This is an optimization exercise on Yosys and OpenROAD, whose aim is small area, a short achievable clock period and few clock cycles per item, not a production implementation. At most, simulation tests tie the RTL to the original design; equivalence was not proved.

==> module epfmm_page_ram, before the edit <==
module epfmm_page_ram (
   input  logic       clock,
   input  logic       clear,         
   input  logic       fill_go,       
   input  logic       clear_pend,    
   input  logic       fill_pend,     
   input  logic       fill_ems,
   input  logic [8:0] fill_s,        
   input  logic [8:0] fill_e,        
   input  logic [4:0] rd_lane,
   output logic [4:0] rd_ovr,        
   output logic [4:0] rd_ems
);
   localparam int unsigned FIRST = epfmm_pkg::FILL_FIRST;
   localparam int unsigned N     = epfmm_pkg::FILL_PAGES;
   localparam int unsigned W     = 32;
   localparam int unsigned G0    = FIRST / W;
   localparam int unsigned NG    = N / W;
   logic [N-1:0] ovr_ff, ems_ff;
   function automatic logic lt5(input logic [4:0] a, input logic [4:0] b);
      logic [4:0] g, e;
      g = ~a & b;
      e = ~(a ^ b);
      for (int k = 0; k < 3; k++) begin
         for (int i = 4; i >= 0; i--) begin
            if (i >= (1 << k)) begin
               g[i] = g[i] | (e[i] & g[i - (1 << k)]);
               e[i] = e[i] & e[i - (1 << k)];
            end
         end
      end
      lt5 = g[4];
   endfunction
   logic [NG-1:0] g_first, g_last, g_full;
   logic [NG-1:0] w_first, w_last, w_full;
   logic [W-1:0]  l_first, l_lt;
   logic          same;
   logic [N-1:0]  we;
   always_comb begin
      same = (fill_s[8:5] == fill_e[8:5]);
      for (int g = 0; g < NG; g++) begin
         g_first[g] = (4'(G0 + g) == fill_s[8:5]);
         g_last[g]  = !same && (4'(G0 + g) == fill_e[8:5]);
         g_full[g]  = (4'(G0 + g) > fill_s[8:5]) && (4'(G0 + g) < fill_e[8:5]);
         w_first[g] = fill_go && g_first[g];
         w_last[g]  = fill_go && g_last[g];
         w_full[g]  = fill_go && g_full[g];
      end
      for (int l = 0; l < W; l++) begin
         l_lt[l]    = (5'(l) < fill_e[4:0]);
         l_first[l] = (5'(l) >= fill_s[4:0]) && (l_lt[l] || !same);
      end
      for (int i = 0; i < N; i++) begin
         we[i] = w_full[i/W] || (w_first[i/W] && l_first[i%W]) ||
                 (w_last[i/W] && l_lt[i%W]);
      end
   end
   always_ff @(posedge clock) begin
      for (int i = 0; i < N; i++) begin
         if (clear) begin
            ovr_ff[i] <= 1'b0;
         end else if (we[i]) begin
            ovr_ff[i] <= 1'b1;
         end
         if (we[i]) begin
            ems_ff[i] <= fill_ems;
         end
      end
   end
   logic          r_lt, r_first;
   logic [NG-1:0] r_we;
   assign r_lt    = lt5(rd_lane, fill_e[4:0]);
   assign r_first = !lt5(rd_lane, fill_s[4:0]) && (r_lt || !same);
   always_comb begin
      for (int g = 0; g < NG; g++) begin
         r_we[g]   = fill_pend && (g_full[g] || (g_first[g] && r_first) ||
                                   (g_last[g] && r_lt));
         rd_ovr[g] = !clear_pend && (r_we[g] || ovr_ff[g*W + 32'(rd_lane)]);
         rd_ems[g] = r_we[g] ? fill_ems : ems_ff[g*W + 32'(rd_lane)];
      end
   end
endmodule
clock: 5.0 ns
lec_check: 0
cap_margin: 20
core_margin: 2
core_utilization: 40
setup_slack_margin: 2.2
slew_margin: 20
run.sh (not shown) runs the stock make flow with config.mk's settings and CLKGATE_MAP_FILE= SYNTH_SCRIPT=/design/flow/synth_recipe.tcl, a recipe that flattens the netlist after the stock synthesis.
The starting point finished clean.
Testbench counts at the start, summed over its fixed seeds: cycles 7,101, items 7,085.
Rerun with:
--- a/flow/design.v
+++ b/flow/design.v
@@ -66,20 +66,6 @@
    localparam int unsigned G0    = FIRST / W;
    localparam int unsigned NG    = N / W;
    logic [N-1:0] ovr_ff, ems_ff;
-   function automatic logic lt5(input logic [4:0] a, input logic [4:0] b);
-      logic [4:0] g, e;
-      g = ~a & b;
-      e = ~(a ^ b);
-      for (int k = 0; k < 3; k++) begin
-         for (int i = 4; i >= 0; i--) begin
-            if (i >= (1 << k)) begin
-               g[i] = g[i] | (e[i] & g[i - (1 << k)]);
-               e[i] = e[i] & e[i - (1 << k)];
-            end
-         end
-      end
-      lt5 = g[4];
-   endfunction
    logic [NG-1:0] g_first, g_last, g_full;
    logic [NG-1:0] w_first, w_last, w_full;
    logic [W-1:0]  l_first, l_lt;
@@ -116,16 +102,22 @@
          end
       end
    end
+   logic [W-1:0]  r_hot;
    logic          r_lt, r_first;
-   logic [NG-1:0] r_we;
-   assign r_lt    = lt5(rd_lane, fill_e[4:0]);
-   assign r_first = !lt5(rd_lane, fill_s[4:0]) && (r_lt || !same);
+   logic [NG-1:0] r_we, r_ovr, r_ems;
    always_comb begin
+      for (int l = 0; l < W; l++) begin
+         r_hot[l] = (rd_lane == 5'(l));
+      end
+      r_lt    = |(r_hot & l_lt);
+      r_first = |(r_hot & l_first);
       for (int g = 0; g < NG; g++) begin
+         r_ovr[g]  = |(r_hot & ovr_ff[g*W +: W]);
+         r_ems[g]  = |(r_hot & ems_ff[g*W +: W]);
          r_we[g]   = fill_pend && (g_full[g] || (g_first[g] && r_first) ||
                                    (g_last[g] && r_lt));
-         rd_ovr[g] = !clear_pend && (r_we[g] || ovr_ff[g*W + 32'(rd_lane)]);
-         rd_ems[g] = r_we[g] ? fill_ems : ems_ff[g*W + 32'(rd_lane)];
+         rd_ovr[g] = !clear_pend && (r_we[g] || r_ovr[g]);
+         rd_ems[g] = r_we[g] ? fill_ems : r_ems[g];
       end
    end
 endmodule
Result: The new run produced a clean layout; first-iteration DRC count goes up by 4.9%; flip-flop and latch count stays the same; setup slack got worse by 0.48 ns; fmax falls by 14%; global-route usage climbs by 2.9 points; worst hold slack degrades by 0.0054 ns; final cell count shrinks by 2.1%; clock skew barely changes.
No functional check of the RTL was part of the second run of this note.

-- afterwards: timing with drivers on the ports --
Ports are ideal in the flow. The routed layouts listed here were re-timed in OpenROAD.
Step 1 assumes that a clkbuf_16 drives the clock port and a buf_2 every other input.
Step 2 moves the port delays by t, midway between the first and last clock arrival at a register: inputs arrive t later, outputs are due t later. That takes back most of the time a late clock gives input paths.
Three values: ideal, step 1, step 2; two values: the first two.
run	t (ns)	setup WS [ns]	hold slack, ns	worst setup path after step 2	clock arrival spread, ns
the first run	0.673	2.135 / 2.108 / 1.435	0.460 / 0.460 / 0.460	input to register	0.020 / 0.020
the second run	0.693	1.650 / 1.650 / 1.005	0.455 / 0.455 / 0.455	input to register	0.019 / 0.018
After both steps every run listed still meets setup and hold. The setup slack of the first run, which loses most, moves by -0.027 ns with the drivers and by -0.700 ns with both steps.
